This design comes from an exercise in tuning for small area on the open sky130 flow, not from production work. The RTL was checked by simulation tests, not by an equivalence proof against the original design. Power figures rest on the tool's default switching activity, not on a simulated workload.

// max_unpool
module max_unpool #(
    parameter  int unsigned DATA_WIDTH = 16,
    parameter  int unsigned IN_SIZE    = 4,
    localparam int unsigned OUT_SIZE   = 2 * IN_SIZE,
    localparam int unsigned CNT_W      = $clog2(IN_SIZE * IN_SIZE + 1)
) (
    input  logic                                         clk,
    input  logic                                         reset,
    input  logic                                         en,
    input  logic                                         in_valid,
    input  logic [DATA_WIDTH-1:0]                        in_data,
    input  logic [1:0]                                   in_idx,
    output logic                                         in_ready,
    output logic [OUT_SIZE*OUT_SIZE*DATA_WIDTH-1:0]      ofmap,
    output logic                                         done_unpool
);
Settings: LEC_CHECK=0, ABC_AREA=1, CAP_MARGIN=0, CORE_AREA=10 10 290 290, DIE_AREA=0 0 300 300, SLEW_MARGIN=0; clock period 4.0 ns.
standard.sh (not shown) runs the stock make flow with config.mk's settings and CLKGATE_MAP_FILE= SYNTH_SCRIPT=/design/flow/synth_recipe.tcl, a recipe that flattens the netlist after the stock synthesis.
==> flow/flow/run.sh <==
#!/bin/bash
# The standard layout, with each port buffered by the smallest buffer cell and a clock tree
# of small buffers in larger clusters, without dummy loads.
set -euo pipefail
bash standard.sh finish \
  BUFFER_PORTS_ARGS="-buffer_cell sky130_fd_sc_hd__buf_1" \
  CTS_ARGS="-sink_clustering_enable -repair_clock_nets -dont_use_dummy_load -sink_clustering_size 16 -sink_clustering_max_diameter 60 -buf_list {sky130_fd_sc_hd__clkbuf_4 sky130_fd_sc_hd__clkbuf_8}" \
  > flow_make.log 2>&1
Edit:
==> flow/flow/run.sh (replaced) <==
#!/bin/bash
# The standard layout, with each port buffered by the smallest buffer cell.
set -euo pipefail
bash standard.sh finish BUFFER_PORTS_ARGS="-buffer_cell sky130_fd_sc_hd__buf_1" > flow_make.log 2>&1
Settings changed: CAP_MARGIN 0 to 20, CORE_AREA 10 10 290 290 to 10 10 390 390, DIE_AREA 0 0 300 300 to 0 0 400 400, SLEW_MARGIN 0 to 20.
First-iteration DRC count climbs by about a fifth.
Cell area climbs by roughly a tenth.
Critical path depth drops by 1.
Final cell count climbs by a quarter to a third.
Routed wire length climbs by a quarter to a third.
Combinational power climbs by about a fifth.
Die area climbs by well over a third.
Edit:
==> flow/flow/run.sh (replaced) <==
#!/bin/bash
# The standard layout, with each port buffered by the smallest buffer cell, pins one track
# apart, and a clock tree of small buffers in larger clusters, without dummy loads.
set -euo pipefail
bash standard.sh finish \
  BUFFER_PORTS_ARGS="-buffer_cell sky130_fd_sc_hd__buf_1" \
  PLACE_PINS_ARGS="-min_distance 1 -min_distance_in_tracks" \
  CTS_ARGS="-sink_clustering_enable -repair_clock_nets -dont_use_dummy_load -sink_clustering_size 18 -sink_clustering_max_diameter 80 -buf_list {sky130_fd_sc_hd__clkbuf_4 sky130_fd_sc_hd__clkbuf_8}" \
  > flow_make.log 2>&1
Settings changed: CORE_AREA 10 10 390 390 to 6 6 214 214, DIE_AREA 0 0 400 400 to 0 0 220 220, PLACE_DENSITY set to 0.45.
Outcome: Worst setup slack gets worse by 47 ps. Flip-flop and latch count is unchanged. Synthesized area stays the same. Sequential power hardly moves. Sequential share of layout area came out higher by 6.9 points. Hold slack stays flat. Non-clock buffer count fell by 54. Clock skew rises by 7.7 ps. Wire length goes down by 38%.
Edit:
==> flow/run.sh (new file) <==
#!/bin/bash
# synth_recipe.tcl (not shown) runs the flow's synth.tcl, then flattens the netlist and writes it again
# the make line also repeats each setting of config.mk as NAME=value (left out here)
make -C /OpenROAD-flow-scripts/flow DESIGN_CONFIG=/design/flow/config.mk WORK_HOME=/design/flow/orfs CLKGATE_MAP_FILE= SYNTH_SCRIPT=/design/flow/synth_recipe.tcl finish
Settings changed: ABC_AREA 1 to not set, CORE_AREA 6 6 214 214 to 10 10 390 390, DIE_AREA 0 0 220 220 to 0 0 400 400, PLACE_DENSITY 0.45 to not set.
removed: flow/flow/run.sh
removed: flow/standard.sh
Design area went up by 57%.
Utilization went down by 24 points.
Setup slack gets worse by 99 ps.
Non-clock buffer count came out higher by 74.
Power rises by 49%.
Critical path depth climbs by 1.
Combinational power came out higher by 90%.
Flip-flop and latch count does not change.
Synthesized cell count rose by 0.50%.
Routed wire length went up by 72%.
Edit:
==> flow/flow/run.sh (new file) <==
#!/bin/bash
# The standard layout, with each port buffered by the smallest buffer cell, pins one track
# apart, and a clock tree of small buffers in larger clusters, without dummy loads.
set -euo pipefail
bash standard.sh finish \
  BUFFER_PORTS_ARGS="-buffer_cell sky130_fd_sc_hd__buf_1" \
  PLACE_PINS_ARGS="-min_distance 1 -min_distance_in_tracks" \
  CTS_ARGS="-sink_clustering_enable -repair_clock_nets -dont_use_dummy_load -sink_clustering_size 16 -sink_clustering_max_diameter 60 -buf_list {sky130_fd_sc_hd__clkbuf_4 sky130_fd_sc_hd__clkbuf_8}" \
  > flow_make.log 2>&1
==> flow/standard.sh (new file) <==
#!/bin/bash
# synth_recipe.tcl (not shown) runs the flow's synth.tcl, then flattens the netlist and writes it again
# the make line also repeats each setting of config.mk as NAME=value (left out here)
make -C /OpenROAD-flow-scripts/flow DESIGN_CONFIG=/design/flow/config.mk WORK_HOME=/design/flow/orfs CLKGATE_MAP_FILE= SYNTH_SCRIPT=/design/flow/synth_recipe.tcl "${@:-finish}"
Settings changed: ABC_AREA set to 1, CORE_AREA 10 10 390 390 to 6 6 214 214, DIE_AREA 0 0 400 400 to 0 0 220 220, PLACE_DENSITY set to 0.45.
removed: flow/run.sh
Outcome: The new run ran to the end with no violations; power drops by a quarter to a third; die area drops by well over a third; count of clock-buffer cells in the layout drops by 21.
Edit:
==> flow/run.sh (new file) <==
#!/bin/bash
# synth_recipe.tcl (not shown) runs the flow's synth.tcl, then flattens the netlist and writes it again
# the make line also repeats each setting of config.mk as NAME=value (left out here)
make -C /OpenROAD-flow-scripts/flow DESIGN_CONFIG=/design/flow/config.mk WORK_HOME=/design/flow/orfs CLKGATE_MAP_FILE= SYNTH_SCRIPT=/design/flow/synth_recipe.tcl finish
Settings changed: CORE_AREA 6 6 214 214 to 10 10 390 390, DIE_AREA 0 0 220 220 to 0 0 400 400, PLACE_DENSITY 0.45 to not set.
removed: flow/flow/run.sh
removed: flow/standard.sh
Outcome: The changed run ran to the end with no violations; fmax decreases by 2.1%; count of clock-buffer cells in the layout goes up by 17; area after synthesis is unchanged; register-to-register slack got worse by 480 ps.

The RTL this note starts from:
==> flow/design.v <==
module max_unpool #(
    parameter  int unsigned DATA_WIDTH = 16,
    parameter  int unsigned IN_SIZE    = 4,
    localparam int unsigned OUT_SIZE   = 2 * IN_SIZE,
    localparam int unsigned CNT_W      = $clog2(IN_SIZE * IN_SIZE + 1)
) (
    input  logic                                         clk,
    input  logic                                         reset,
    input  logic                                         en,
    input  logic                                         in_valid,
    input  logic [DATA_WIDTH-1:0]                        in_data,
    input  logic [1:0]                                   in_idx,
    output logic                                         in_ready,
    output logic [OUT_SIZE*OUT_SIZE*DATA_WIDTH-1:0]      ofmap,
    output logic                                         done_unpool
);
    localparam int unsigned BEATS = IN_SIZE * IN_SIZE;
    logic [CNT_W-1:0] count_q;
    logic             accept_c;
    logic             last_beat_c;
    logic             start_c;
    always_comb begin
        accept_c    = in_valid && in_ready;
        last_beat_c = accept_c && (count_q == CNT_W'(BEATS - 1));
        start_c     = !in_ready && !done_unpool && en;
    end
    always_ff @(posedge clk or posedge reset) begin
        if (reset) begin
            in_ready    <= 1'b0;
            done_unpool <= 1'b0;
        end else begin
            in_ready    <= start_c || (in_ready && en && !last_beat_c);
            done_unpool <= last_beat_c || (done_unpool && en);
        end
    end
    always_ff @(posedge clk or posedge reset) begin
        if (reset) begin
            count_q <= '0;
        end else if (start_c) begin
            count_q <= '0;
        end else if (accept_c) begin
            count_q <= count_q + CNT_W'(1);
        end
    end
    logic [DATA_WIDTH-1:0] nval_q [BEATS];
    logic [1:0]            idx_q  [BEATS];
    always_ff @(posedge clk) begin
        for (int w = 0; w < BEATS; w++) begin
            if (accept_c && (count_q == CNT_W'(w))) begin
                nval_q[w] <= ~in_data;
                idx_q[w]  <= in_idx;
            end
        end
    end
    always_comb begin
        for (int w = 0; w < BEATS; w++) begin
            for (int p = 0; p < 4; p++) begin
                logic nsel;
                nsel = !((count_q > CNT_W'(w)) && (idx_q[w] == 2'(p)));
                for (int b = 0; b < DATA_WIDTH; b++) begin
                    ofmap[((2*(w/IN_SIZE) + p/2)*OUT_SIZE + 2*(w%IN_SIZE) + p%2)*DATA_WIDTH + b]
                        = !(nval_q[w][b] || nsel);
                end
            end
        end
    end
endmodule
export LEC_CHECK = 0
export ABC_AREA = 1
export CAP_MARGIN = 20
export CORE_AREA = 10 10 290 290
export DIE_AREA = 0 0 300 300
export GPL_TIMING_DRIVEN = 0
export SLEW_MARGIN = 20
create_clock -name core_clock -period 4.0 [get_ports {clk}]
==> flow/flow/run.sh <==
#!/bin/bash
# The standard layout, with each port buffered by the smallest buffer cell and a clock tree
# of small buffers in larger clusters, without dummy loads.
set -euo pipefail
bash standard.sh finish \
  BUFFER_PORTS_ARGS="-buffer_cell sky130_fd_sc_hd__buf_1" \
  CTS_ARGS="-sink_clustering_enable -repair_clock_nets -dont_use_dummy_load -sink_clustering_size 16 -sink_clustering_max_diameter 60 -buf_list {sky130_fd_sc_hd__clkbuf_4 sky130_fd_sc_hd__clkbuf_8}" \
  > flow_make.log 2>&1
Next try:
==> flow/flow/run.sh (replaced) <==
#!/bin/bash
# The standard layout, with each port buffered by the smallest buffer cell, pins one track
# apart, and a clock tree of small buffers in larger clusters, without dummy loads.
set -euo pipefail
bash standard.sh finish \
  BUFFER_PORTS_ARGS="-buffer_cell sky130_fd_sc_hd__buf_1" \
  PLACE_PINS_ARGS="-min_distance 1 -min_distance_in_tracks" \
  CTS_ARGS="-sink_clustering_enable -repair_clock_nets -dont_use_dummy_load -sink_clustering_size 30 -sink_clustering_max_diameter 60 -buf_list {sky130_fd_sc_hd__clkbuf_8 sky130_fd_sc_hd__clkbuf_16}" \
  > flow_make.log 2>&1
--- a/flow/config.mk
+++ b/flow/config.mk
@@ -9,5 +9,5 @@
 export CAP_MARGIN = 20
-export CORE_AREA = 10 10 290 290
-export DIE_AREA = 0 0 300 300
-export GPL_TIMING_DRIVEN = 0
+export CORE_AREA = 6 6 214 214
+export DIE_AREA = 0 0 220 220
+export PLACE_DENSITY = 0.45
 export SLEW_MARGIN = 20
What happened: The changed run completed with no timing, DRC or antenna violations. Die area came out lower by well over a third. Critical path depth drops by 3. Sequential cell count does not change. Wire length decreases by a quarter to a third. Core utilization climbs by 20 points. Sequential share of layout area went up by 2.1 points. Final area went down by a few percent. Global-route usage increases by 7.1 points. Power goes up by a few percent. Cell count decreases by about a fifth.
Next try:
--- a/flow/flow/run.sh
+++ b/flow/flow/run.sh
@@ -7,3 +7,3 @@
   PLACE_PINS_ARGS="-min_distance 1 -min_distance_in_tracks" \
-  CTS_ARGS="-sink_clustering_enable -repair_clock_nets -dont_use_dummy_load -sink_clustering_size 30 -sink_clustering_max_diameter 60 -buf_list {sky130_fd_sc_hd__clkbuf_8 sky130_fd_sc_hd__clkbuf_16}" \
+  CTS_ARGS="-sink_clustering_enable -repair_clock_nets -dont_use_dummy_load -sink_clustering_size 16 -sink_clustering_max_diameter 60 -buf_list {sky130_fd_sc_hd__clkbuf_4 sky130_fd_sc_hd__clkbuf_8}" \
   > flow_make.log 2>&1
--- a/flow/config.mk
+++ b/flow/config.mk
@@ -9,5 +9,5 @@
 export CAP_MARGIN = 20
-export CORE_AREA = 6 6 214 214
-export DIE_AREA = 0 0 220 220
-export PLACE_DENSITY = 0.45
+export CORE_AREA = 5 5 205 205
+export DIE_AREA = 0 0 210 210
+export PLACE_DENSITY = 0.5
 export SLEW_MARGIN = 20
=>
- The new run finished with timing, DRC and antenna clean
- synthesized cell count stays the same
- setup slack got worse by 0.084 ns
- register-to-register slack degrades by 0.45 ns
- flip-flop and latch count does not change
Next try:
==> flow/flow/run.sh (replaced) <==
#!/bin/bash
# The standard layout, with each port buffered by the smallest buffer cell.
set -euo pipefail
bash standard.sh finish BUFFER_PORTS_ARGS="-buffer_cell sky130_fd_sc_hd__buf_1" > flow_make.log 2>&1
--- a/flow/config.mk
+++ b/flow/config.mk
@@ -9,5 +9,5 @@
 export CAP_MARGIN = 20
-export CORE_AREA = 5 5 205 205
-export DIE_AREA = 0 0 210 210
-export PLACE_DENSITY = 0.5
+export CORE_AREA = 8 8 232 232
+export CTS_BUF_LIST = sky130_fd_sc_hd__clkbuf_4 sky130_fd_sc_hd__clkbuf_8
+export DIE_AREA = 0 0 240 240
 export SLEW_MARGIN = 20
Result: This time the run failed in I/O pin placement on PPL-0024. Synthesized cell count does not change. Area after synthesis is unchanged.

RTL: the design.v shown in full above, as it stands there.
clock: 4.0 ns
lec_check: 0
abc_area: 1
cap_margin: 20
core_area: 10 10 290 290
cts_buf_list: sky130_fd_sc_hd__clkbuf_4 sky130_fd_sc_hd__clkbuf_8
die_area: 0 0 300 300
slew_margin: 20
==> flow/flow/run.sh <==
#!/bin/bash
# The standard layout, with each port buffered by the smallest buffer cell.
set -euo pipefail
bash standard.sh finish BUFFER_PORTS_ARGS="-buffer_cell sky130_fd_sc_hd__buf_1" > flow_make.log 2>&1
The first run finished with timing, DRC and antenna clean.
Change:
==> flow/flow/run.sh (replaced) <==
#!/bin/bash
# The standard layout, with each port buffered by the smallest buffer cell, pins one track
# apart, and a clock tree of small buffers in larger clusters, without dummy loads.
set -euo pipefail
bash standard.sh finish \
  BUFFER_PORTS_ARGS="-buffer_cell sky130_fd_sc_hd__buf_1" \
  PLACE_PINS_ARGS="-min_distance 1 -min_distance_in_tracks" \
  CTS_ARGS="-sink_clustering_enable -repair_clock_nets -dont_use_dummy_load -sink_clustering_size 16 -sink_clustering_max_diameter 60 -buf_list {sky130_fd_sc_hd__clkbuf_4 sky130_fd_sc_hd__clkbuf_8}" \
  > flow_make.log 2>&1
Settings changed: CORE_AREA 10 10 290 290 to 6 6 214 214, CTS_BUF_LIST sky130_fd_sc_hd__clkbuf_4 sky130_fd_sc_hd__clkbuf_8 to not set, DIE_AREA 0 0 300 300 to 0 0 220 220.
The new run produced a clean layout.
Critical path depth does not change.
Synthesized area does not change.
Final area came out lower by 7.9%.
Sequential power hardly moves.
Power came out lower by 19%.
Setup slack is better by 0.098 ns.
Count of clock-buffer cells in the layout came out lower by 44.
Change:
==> flow/flow/run.sh (replaced) <==
#!/bin/bash
# The standard layout, with each port buffered by the smallest buffer cell and a clock tree
# of small buffers in larger clusters, without dummy loads.
set -euo pipefail
bash standard.sh finish \
  BUFFER_PORTS_ARGS="-buffer_cell sky130_fd_sc_hd__buf_1" \
  CTS_ARGS="-sink_clustering_enable -repair_clock_nets -dont_use_dummy_load -sink_clustering_size 16 -sink_clustering_max_diameter 60 -buf_list {sky130_fd_sc_hd__clkbuf_4 sky130_fd_sc_hd__clkbuf_8}" \
  > flow_make.log 2>&1
Settings changed: CORE_AREA 6 6 214 214 to 10 10 290 290, DIE_AREA 0 0 220 220 to 0 0 300 300.
Result: Critical path depth does not change. Cell area is higher by a few percent. Worst hold slack is better by 0.035 ns. Count of clock-buffer cells in the layout increases by 1. Power rose by a few percent. Combinational power goes up by roughly a tenth. Setup slack got worse by 0.094 ns. Global-route usage went down by 6.8 points. Cell count rose by about a fifth. Area after synthesis stays the same.

==> static timing again, ports no longer ideal <==
The flow's constraints put no driver on any port. The routed layouts listed below were extracted and timed again, unchanged, in two steps.
Step 1: set_driving_cell puts a clkbuf_16 on clk and a buf_2 on each other input, an assumption about the parent block.
Step 2 moves the port delays by t, midway between the first and last clock arrival at a register: inputs arrive t later, outputs are due t later. That takes back most of the time a late clock gives input paths.
a / b / c = ideal / step 1 / step 2; a / b = the first two.
run | shift t [ns] | slack for setup (ns) | worst setup path after step 2 | pins driven straight from the clock port
the first run of note 1 | 0.670 | 0.084 / 0.029 / 0.700 | register to output | 1
the second run of note 1 | 0.671 | 0.217 / 0.158 / 0.829 | register to output | 1
the third run of note 1 | 0.581 | 0.170 / 0.117 / 0.698 | register to output | 1
the fourth run of note 1 | 0.643 | 0.071 / 0.009 / 0.652 | register to output | 1
the fifth run of note 1 | 0.594 | 0.234 / 0.182 / 0.775 | register to output | 1
the sixth run of note 1 | 0.649 | 0.153 / 0.089 / 0.738 | register to output | 1
the first run of note 2 | 0.673 | 0.185 / 0.127 / 0.800 | register to output | 1
the second run of note 2 | 0.572 | 0.250 / 0.188 / 0.760 | register to output | 1
the third run of note 2 | 0.597 | 0.166 / 0.119 / 0.716 | register to output | 1
the first run of note 3 | 0.667 | 0.085 / 0.030 / 0.698 | register to output | 1
the second run of note 3 | 0.617 | 0.182 / 0.131 / 0.748 | register to output | 1
the third run of note 3 | 0.671 | 0.089 / 0.034 / 0.706 | register to output | 1
After both steps setup and hold are still met in every run listed.
